Context: an optimization exercise on an open-source flow, tuned for small area, a short achievable clock period and few clock cycles per item. The choices shown serve that exercise and are no tape-out recipe.
Where RTL was checked, it was by simulation tests only, not by an equivalence proof against the original.
No activity file was given, so power comes from the tool's default toggle rates.

job 101:
Design heater_handle_supervisor, start of the top module:
module heater_handle_supervisor (
  input  logic                         clk_i,
  input  logic                         rst_ni,
  input  logic                         in_valid_i,
  output logic                         in_ready_o,
  input  logic [hhs_pkg::InW-1:0]      in_data_i,
  output logic                         out_valid_o,
  input  logic                         out_ready_i,
  output logic [hhs_pkg::OutW-1:0]     out_data_o,
  input  logic                         cfg_valid_i,
  output logic                         cfg_ready_o,
  input  logic [hhs_pkg::CfgIdxW-1:0]  cfg_index_i,
  input  logic [hhs_pkg::CfgDataW-1:0] cfg_data_i
);
Size in the first run: ~1300 cells after synthesis, about 77 I/O pins, ~0.012 sq mm of cells after synthesis.
Settings: LEC_CHECK=0, CAP_MARGIN=20, CORE_MARGIN=2, CORE_UTILIZATION=40, CTS_BUF_LIST=sky130_fd_sc_hd__clkbuf_8, SLEW_MARGIN=20; clock period 9.0 ns.
standard.sh (not shown) runs the stock make flow with config.mk's settings and CLKGATE_MAP_FILE= SYNTH_SCRIPT=/design/flow/synth_recipe.tcl, a recipe that flattens the netlist after the stock synthesis.
==> flow/flow/run.sh <==
#!/bin/bash
# Layout: the standard flow (standard.sh, which runs the standard synthesis
# unchanged) with two settings changed: the ports are buffered with
# sky130_fd_sc_hd__buf_1 (buffer_ports' own pick is a delay buffer), and the
# timing repair aims for 6 ns of setup slack at the design's clock period.
# The make output goes to standard_flow.log; ORFS's logs stay under orfs/logs.
set -euo pipefail
bash standard.sh SETUP_SLACK_MARGIN=6.3 "BUFFER_PORTS_ARGS=-buffer_cell sky130_fd_sc_hd__buf_1" finish > standard_flow.log 2>&1
Testbench counts of job 101, summed over its fixed seeds: cycles 16,024, items 16,000.
For job 102, these inputs were changed with respect to job 101:
# job 101
export LEC_CHECK = 0
export CAP_MARGIN = 20
export CORE_MARGIN = 2
export CORE_UTILIZATION = 40
export CTS_BUF_LIST = sky130_fd_sc_hd__clkbuf_8
export SLEW_MARGIN = 20
create_clock -name core_clock -period 9.0 [get_ports {clk_i}]
# job 102
export LEC_CHECK = 0
export CAP_MARGIN = 20
export CORE_MARGIN = 2
export CORE_UTILIZATION = 40
export CTS_BUF_LIST = sky130_fd_sc_hd__clkbuf_8
export SLEW_MARGIN = 20
export TNS_END_PERCENT = 30
create_clock -name core_clock -period 9.0 [get_ports {clk_i}]
--- a/flow/flow/run.sh
+++ b/flow/flow/run.sh
@@ -5 +5 @@
-# timing repair aims for 6 ns of setup slack at the design's clock period.
+# timing repair aims for 5.8 ns of setup slack at the design's clock period.
@@ -8 +8 @@
-bash standard.sh SETUP_SLACK_MARGIN=6.3 "BUFFER_PORTS_ARGS=-buffer_cell sky130_fd_sc_hd__buf_1" finish > standard_flow.log 2>&1
+bash standard.sh SETUP_SLACK_MARGIN=5.8 "BUFFER_PORTS_ARGS=-buffer_cell sky130_fd_sc_hd__buf_1" finish > standard_flow.log 2>&1
--- outcome ---
The met2 wire length in job 102 sits 2200 um below the value recorded for job 101.
Against job 101, clock power in job 102 rose by a little under 10%.
Diff job 101 -> job 102: worst setup slack for register-to-register paths -0.11 ns; wire length -11%.
Summary: with job 101 as the reference, met3 layer wire length in the routed design in job 102 moved up by more than 10%.
The multi-input gate share of the layout cell area was comparable across job 101 and job 102.
Number of buffers outside the clock class in the layout: lower on job 102
Compare job 101 and job 102 | first-pass detailed-route iteration total lower: job 101
Job 102 — share of total power in the clock network 3.5 points higher, job 101 as reference


## try-willow
Another version of the RTL of heater_handle_supervisor (not shown whole).
For scale: roughly 1,300 cells after synthesis, about 200 flip-flops, roughly 77 I/O pins, about 0.012 mm2 of cells after synthesis.
==> flow/config.mk <==
export PLATFORM = sky130hd
export DESIGN_NAME = heater_handle_supervisor
export DESIGN_NICKNAME = heater_handle_supervisor
export VERILOG_FILES = /design/flow/design.v
export SDC_FILE = /design/flow/constraint.sdc
export NUM_CORES = 4
export LEC_CHECK = 0
export CAP_MARGIN = 20
export CORE_MARGIN = 2
export CORE_UTILIZATION = 40
export SETUP_SLACK_MARGIN = 5
export SLEW_MARGIN = 20
==> flow/constraint.sdc <==
create_clock -name core_clock -period 9.0 [get_ports {clk_i}]
set_input_delay 1.8000 -clock core_clock [delete_from_list [all_inputs] [get_ports {clk_i}]]
set_output_delay 1.8000 -clock core_clock [all_outputs]
set_load 0.01 [all_outputs]
run.sh (not shown) runs the stock make flow with config.mk's settings and CLKGATE_MAP_FILE= SYNTH_SCRIPT=/design/flow/synth_recipe.tcl, a recipe that flattens the netlist after the stock synthesis.
Stock flow here: none of the scripts above is used.
Looking at the reports, try-willow completed the entire flow and the layout it produced met the timing, DRC and antenna checks.
Modified inputs, try-tundra compared to try-willow
==> flow/flow/run.sh (new file) <==
#!/bin/bash
# Layout: the standard flow (standard.sh, which runs the standard synthesis
# unchanged) with two settings changed: the ports are buffered with
# sky130_fd_sc_hd__buf_1 (buffer_ports' own pick is a delay buffer), and the
# timing repair aims for 6 ns of setup slack at the design's clock period.
# The make output goes to standard_flow.log; ORFS's logs stay under orfs/logs.
set -euo pipefail
bash standard.sh SETUP_SLACK_MARGIN=6 "BUFFER_PORTS_ARGS=-buffer_cell sky130_fd_sc_hd__buf_1" finish > standard_flow.log 2>&1
==> flow/standard.sh (new file) <==
#!/bin/bash
# synth_recipe.tcl (not shown) runs the flow's synth.tcl, then flattens the netlist and writes it again
# the make line also repeats each setting of config.mk as NAME=value (left out here)
make -C /OpenROAD-flow-scripts/flow DESIGN_CONFIG=/design/flow/config.mk WORK_HOME=/design/flow/orfs CLKGATE_MAP_FILE= SYNTH_SCRIPT=/design/flow/synth_recipe.tcl "${@:-finish}"
-- flow/config.mk --
<<< try-willow, line 10
export CORE_UTILIZATION = 40
export SETUP_SLACK_MARGIN = 5
export SLEW_MARGIN = 20
>>> try-tundra, line 10
export CORE_UTILIZATION = 40
export CTS_BUF_LIST = sky130_fd_sc_hd__clkbuf_8
export SLEW_MARGIN = 20
removed: flow/run.sh
Findings:
- Across try-tundra and try-willow, the outcome is the same: a clean finish for every run.
- Sort try-tundra and try-willow by highest fanout seen on the critical path, ascending, and try-tundra comes first.
- The share of the clock period used by the worst path after layout number comes out lower for try-tundra vs try-willow.
- When try-tundra is measured against try-willow, its slack of the worst reg-to-reg path turns out 0.65 ns higher.
- Worst supply voltage drop on vdd: try-tundra vs try-willow down 39%
- try-tundra -> try-willow: number of I/O port buffers flat
- Relative to try-willow, detailed-route wire length on metal 1 has gone up in try-tundra.
- try-tundra gives more proportion of cell area occupied by multi-input gates than try-willow did.
- Re total power: try-tundra is about 4.3% down on try-willow.
- For clock network latency to the later pin of the worst-skew pair, try-willow and try-tundra come out practically identical.
- Global routing usage on met1 essentially unchanged between try-willow and try-tundra.
Input-level comparison between try-harbor and try-tundra:
-- flow/config.mk --
<<< try-tundra, line 9
export CORE_MARGIN = 2
export CORE_UTILIZATION = 40
export CTS_BUF_LIST = sky130_fd_sc_hd__clkbuf_8
export SLEW_MARGIN = 20
>>> try-harbor, line 9
export CORE_MARGIN = 2
export CORE_UTILIZATION = 65
export SLEW_MARGIN = 20
Findings:
Every run (try-tundra and try-harbor) finished clean.
Going from try-tundra to try-harbor, the hold slack was found to have gone down by 0.0032 ns.
Changes observed in try-harbor relative to try-tundra: clock buffer count shows a reduction of 13; area fraction of clock buffers and clock inverters lost 0.29 points; slew at the pin closest to its max-slew limit now sits higher.
Function was not checked in any run of this note: the RTL went through the layout flow alone.


== job 3628 ==
heater_handle_supervisor with an RTL version that a note above also has.
For scale: about 200 flip-flops, ~77 I/O pins, roughly 12000 µm² of cells after synthesis.
## heater_handle_supervisor
module heater_handle_supervisor (
  input  logic                         clk_i,
  input  logic                         rst_ni,
  input  logic                         in_valid_i,
  output logic                         in_ready_o,
  input  logic [hhs_pkg::InW-1:0]      in_data_i,
  output logic                         out_valid_o,
  input  logic                         out_ready_i,
  output logic [hhs_pkg::OutW-1:0]     out_data_o,
  input  logic                         cfg_valid_i,
  output logic                         cfg_ready_o,
  input  logic [hhs_pkg::CfgIdxW-1:0]  cfg_index_i,
  input  logic [hhs_pkg::CfgDataW-1:0] cfg_data_i
);
  logic [15:0] sleep_ticks;
  logic [14:0] error_ticks;
  logic [9:0]  max_temp;
  logic [9:0]  min_temp;
  logic [7:0]  min_air;
  logic [8:0]  cool_lim;
  logic [7:0]  max_air_duty;
  logic [7:0]  sleep_fan_duty;
  logic        s0_valid_q;
  logic        s0_docked_q, s0_cold_q, s0_power_q;
  logic [9:0]  s0_temp_q;
  logic        s0_air_low_q;
  logic [7:0]  s0_level_q;
  ...
==> flow/config.mk <==
export PLATFORM = sky130hd
export DESIGN_NAME = heater_handle_supervisor
export DESIGN_NICKNAME = heater_handle_supervisor
export VERILOG_FILES = /design/flow/design.v
export SDC_FILE = /design/flow/constraint.sdc
export NUM_CORES = 4
export LEC_CHECK = 0
export CAP_MARGIN = 20
export CORE_MARGIN = 2
export CORE_UTILIZATION = 40
export CTS_BUF_LIST = sky130_fd_sc_hd__clkbuf_8
export CTS_CLUSTER_DIAMETER = 40
export SLEW_MARGIN = 20
==> flow/constraint.sdc <==
create_clock -name core_clock -period 9.0 [get_ports {clk_i}]
set_input_delay 1.8000 -clock core_clock [delete_from_list [all_inputs] [get_ports {clk_i}]]
set_output_delay 1.8000 -clock core_clock [all_outputs]
set_load 0.01 [all_outputs]
standard.sh (not shown) runs the stock make flow with config.mk's settings and CLKGATE_MAP_FILE= SYNTH_SCRIPT=/design/flow/synth_recipe.tcl, a recipe that flattens the netlist after the stock synthesis.
==> flow/flow/run.sh <==
#!/bin/bash
# Layout: the standard flow (standard.sh, which runs the standard synthesis
# unchanged) with two settings changed: the ports are buffered with
# sky130_fd_sc_hd__buf_1 (buffer_ports' own pick is a delay buffer), and the
# timing repair aims for 5.8 ns of setup slack at the design's clock period.
# The make output goes to standard_flow.log; ORFS's logs stay under orfs/logs.
set -euo pipefail
bash standard.sh SETUP_SLACK_MARGIN=5.8 "BUFFER_PORTS_ARGS=-buffer_cell sky130_fd_sc_hd__buf_1" finish > standard_flow.log 2>&1
Per the final summary, job 3628 finished and its layout is clean on timing, DRC and antenna.
Testbench counts of job 3628, summed over its fixed seeds: cycles 16,024, items 16,000.
What job 4756 does differently from job 3628 at the input level:
Settings: removing CTS_CLUSTER_DIAMETER (formerly 40).
==> flow/flow/run.sh <==
#!/bin/bash
# Layout: the standard flow (standard.sh, which runs the standard synthesis
# unchanged) with two settings changed: the ports are buffered with
# sky130_fd_sc_hd__buf_1 (buffer_ports' own pick is a delay buffer), and the
# timing repair aims for 6 ns of setup slack at the design's clock period.
# The make output goes to standard_flow.log; ORFS's logs stay under orfs/logs.
set -euo pipefail
bash standard.sh SETUP_SLACK_MARGIN=5.5 "BUFFER_PORTS_ARGS=-buffer_cell sky130_fd_sc_hd__buf_1" finish > standard_flow.log 2>&1
### Flow results
- Of job 4756 and job 3628, it is job 4756 that has the lower setup slack.
- Changes observed in job 4756 relative to job 3628: utilization after layout fell 1.0 points; cell area fell 2.2%.
The following lists how job 5627 was set up differently from job 4756:
Settings: CTS_BUF_LIST: sky130_fd_sc_hd__clkbuf_8 -> unset.
--- a/flow/flow/run.sh
+++ b/flow/flow/run.sh
@@ -7,2 +7,2 @@
 set -euo pipefail
-bash standard.sh SETUP_SLACK_MARGIN=5.5 "BUFFER_PORTS_ARGS=-buffer_cell sky130_fd_sc_hd__buf_1" finish > standard_flow.log 2>&1
+bash standard.sh SETUP_SLACK_MARGIN=5.8 "BUFFER_PORTS_ARGS=-buffer_cell sky130_fd_sc_hd__buf_1" finish > standard_flow.log 2>&1
[summary]
Power per cell area in job 5627 is 5.6% above job 4756. In the metrics for job 5627 and job 4756, the one carrying the higher area of the multi-input gates is job 5627. Note that the total power recorded for job 4756 amounts to 0.909 times the value seen in job 5627. [compare] base=job 4756 new=job 5627: switching power total up about 3.3%; clock-buffer cell count up 2; setup slack at placement up 0.018 ns; cell count up about 1.2%; maximum frequency up about 3%. Job 4756 and job 5627 ended up with roughly the same routability-driven placement congestion ratio. On footprint of the flip-flops and latches, job 5627 tracks job 4756 almost exactly. Of job 5627 and job 4756, job 4756 shows the lower utilization, with job 5627 above it. Job 4756 ended up with reg2reg as its classification of the worst setup path; job 5627 ended up with in2reg.
The inputs of job 1160 differ from those of job 5627 as listed below.
Settings: CTS_BUF_LIST: unset -> sky130_fd_sc_hd__clkbuf_8 sky130_fd_sc_hd__clkbuf_16.
### Flow results
On portion of the clock cycle consumed by the worst path in the final layout, job 5627 tracks job 1160 almost exactly. Clock group total power: job 1160 vs job 5627 — no meaningful difference. Routed wire length: job 5627 vs job 1160, no meaningful difference. Clock-buffer cell count was lower in job 1160 than in job 5627. Taking job 5627 as the reference, in job 1160 overall track demand over capacity in global routing comparable; power neither gained nor lost much; static power due to leakage stayed essentially flat.
For job 6135, these inputs were changed with respect to job 1160:
Settings: putting CTS_CLUSTER_SIZE at 12 where nothing was set; swapping sky130_fd_sc_hd__clkbuf_8 sky130_fd_sc_hd__clkbuf_16 for sky130_fd_sc_hd__clkbuf_8 in CTS_BUF_LIST.
--- a/flow/flow/run.sh
+++ b/flow/flow/run.sh
@@ -4,3 +4,3 @@
 # sky130_fd_sc_hd__buf_1 (buffer_ports' own pick is a delay buffer), and the
-# timing repair aims for 6 ns of setup slack at the design's clock period.
+# timing repair aims for 5.8 ns of setup slack at the design's clock period.
 # The make output goes to standard_flow.log; ORFS's logs stay under orfs/logs.
==> run notes <==
Job 1160 → job 6135: worst reg-to-reg setup slack picked up an extra 0.04 ns; global-route track usage on met1 neither gained nor lost much; ratio of final minimum period to clock period down 1.2 points; total power now smaller; maximum achievable frequency rose about 3.5%.
From job 1160 to job 6135, pin count of the biggest net entering global routing did not move at all.


Another version of the RTL of heater_handle_supervisor (not shown whole).
For scale: ~1200 cells after synthesis, ~130 flip-flops.
Settings: LEC_CHECK=0, CAP_MARGIN=20, CORE_MARGIN=2, CORE_UTILIZATION=40, SETUP_SLACK_MARGIN=5, SLEW_MARGIN=20; clock period 9.0 ns.
run.sh (not shown) runs the stock make flow with config.mk's settings and CLKGATE_MAP_FILE= SYNTH_SCRIPT=/design/flow/synth_recipe.tcl, a recipe that flattens the netlist after the stock synthesis.
Stock flow here: none of the scripts above is used.
Testbench counts at the start, summed over its fixed seeds: cycles 16,008, items 16,000.
Next try:
--- a/flow/config.mk
+++ b/flow/config.mk
@@ -6,4 +6,5 @@
 export NUM_CORES = 4
 export LEC_CHECK = 0
+export ABC_CLOCK_PERIOD_IN_PS = 3500
 export CAP_MARGIN = 20
 export CORE_MARGIN = 2
Non-clock buffer count stays the same.
Global-route usage is unchanged.
Via count does not change.
Final cell count is unchanged.
Final area does not change.
Critical path depth stays the same.
Hold slack is unchanged.


Setup of oak:
Another version of the RTL of heater_handle_supervisor (not shown whole).
Size: roughly 180 flip-flops, roughly 11,000 sq um of cells after synthesis.
// heater_handle_supervisor
module heater_handle_supervisor (
  input  logic                         clk_i,
  input  logic                         rst_ni,
  input  logic                         in_valid_i,
  output logic                         in_ready_o,
  input  logic [hhs_pkg::InW-1:0]      in_data_i,
  output logic                         out_valid_o,
  input  logic                         out_ready_i,
  output logic [hhs_pkg::OutW-1:0]     out_data_o,
  input  logic                         cfg_valid_i,
  output logic                         cfg_ready_o,
  input  logic [hhs_pkg::CfgIdxW-1:0]  cfg_index_i,
  input  logic [hhs_pkg::CfgDataW-1:0] cfg_data_i
);
make LEC_CHECK=0 CAP_MARGIN=20 CORE_MARGIN=2 CORE_UTILIZATION=40 SETUP_SLACK_MARGIN=5 SLEW_MARGIN=20 finish   # period 9.0 ns
The flow did not stop early for oak: all stages ran, and the layout cleared the timing, DRC and antenna checks.
diff inputs: oak => pine
==> flow/flow/run.sh (new file) <==
#!/bin/bash
# Layout: the standard flow (standard.sh, which runs the standard synthesis
# unchanged), with the timing repair asked to aim for 6.5 ns of setup slack at
# the design's clock period; ORFS's own logs stay under orfs/logs.
set -euo pipefail
bash standard.sh SETUP_SLACK_MARGIN=6.5 finish > standard_flow.log 2>&1
==> flow/standard.sh (new file) <==
#!/bin/bash
# synth_recipe.tcl (not shown) runs the flow's synth.tcl, then flattens the netlist and writes it again
# the make line also repeats each setting of config.mk as NAME=value (left out here)
make -C /OpenROAD-flow-scripts/flow DESIGN_CONFIG=/design/flow/config.mk WORK_HOME=/design/flow/orfs CLKGATE_MAP_FILE= SYNTH_SCRIPT=/design/flow/synth_recipe.tcl "${@:-finish}"
diff --git a/flow/config.mk b/flow/config.mk
--- a/flow/config.mk
+++ b/flow/config.mk
@@ -10,3 +10,2 @@
 export CORE_UTILIZATION = 40
-export SETUP_SLACK_MARGIN = 5
 export SLEW_MARGIN = 20
removed: flow/run.sh
==> comparison <==
pine vs. oak: maximum number of pins on one net before global-route repair went up by 19%.
Compared with oak, pine shows overall power that has gone up by more than 10%.
Post-layout net count was higher in pine than in oak.
Number of global-route vias before repair is lower on oak
Re number of buffers inserted by post-CTS setup repair: pine is 89 up on oak.
Relative to oak, final standard cell utilization of the core has increased by 7.6 points in pine.
Function was not checked in any run of this note: the RTL went through the layout flow alone.

## what the ideal ports hide
No port has a modelled driver above. Below, the same layouts with a new extraction and two added sets of constraints. Step 1, drivers: a clkbuf_16 drives clk_i and a buf_2 each remaining input, both assumed. Step 2 moves the port delays by t, midway between the first and last clock arrival at a register: inputs arrive t later, outputs are due t later. That takes back most of the time a late clock gives input paths. Three values: ideal ports, drivers, drivers and shift; two values: the first two.
run | shift t [ns] | setup slack, ns | hold WS [ns] | clock arrival spread, ns | worst data-port slew with drivers (ns)
job 101 | 0.506 | 5.931 / 5.931 / 5.425 | 0.489 / 0.489 / 0.489 | 0.018 / 0.018 | 0.06
job 102 | 0.512 | 5.803 / 5.820 / 5.308 | 0.490 / 0.490 / 0.490 | 0.019 / 0.020 | 0.05
try-willow | 0.556 | 5.138 / 5.157 / 4.601 | 0.448 / 0.448 / 0.448 | 0.019 / 0.020 | 0.04
try-tundra | 0.561 | 5.797 / 5.806 / 5.245 | 0.454 / 0.454 / 0.454 | 0.033 / 0.033 | 0.05
try-harbor | 0.552 | 5.695 / 5.723 / 5.170 | 0.450 / 0.450 / 0.450 | 0.011 / 0.011 | 0.06
job 3628 | 0.530 | 5.898 / 5.919 / 5.390 | 0.496 / 0.496 / 0.496 | 0.023 / 0.023 | 0.05
job 4756 | 0.522 | 5.688 / 5.688 / 5.221 | 0.496 / 0.496 / 0.496 | 0.020 / 0.020 | 0.05
job 5627 | 0.487 | 5.789 / 5.815 / 5.328 | 0.487 / 0.487 / 0.487 | 0.014 / 0.014 | 0.05
job 1160 | 0.487 | 5.789 / 5.815 / 5.328 | 0.487 / 0.487 / 0.487 | 0.014 / 0.014 | 0.05
job 6135 | 0.530 | 5.898 / 5.919 / 5.390 | 0.496 / 0.496 / 0.496 | 0.023 / 0.023 | 0.05
the first run of note 4 | 0.465 | 3.521 / 3.527 / 3.063 | 0.463 / 0.463 / 0.463 | 0.015 / 0.015 | 0.05
the second run of note 4 | 0.465 | 3.521 / 3.527 / 3.063 | 0.463 / 0.463 / 0.463 | 0.015 / 0.015 | 0.05
oak | 0.488 | 4.897 / 4.897 / 4.830 | 0.471 / 0.471 / 0.471 | 0.015 / 0.015 | 0.05
pine | 0.478 | 4.903 / 4.903 / 4.903 | 0.486 / 0.486 / 0.486 | 0.014 / 0.013 | 0.10
After both steps every run listed still meets setup and hold. The setup slack of try-tundra, which loses most, moves by +0.009 ns with the drivers and by -0.552 ns with both steps.
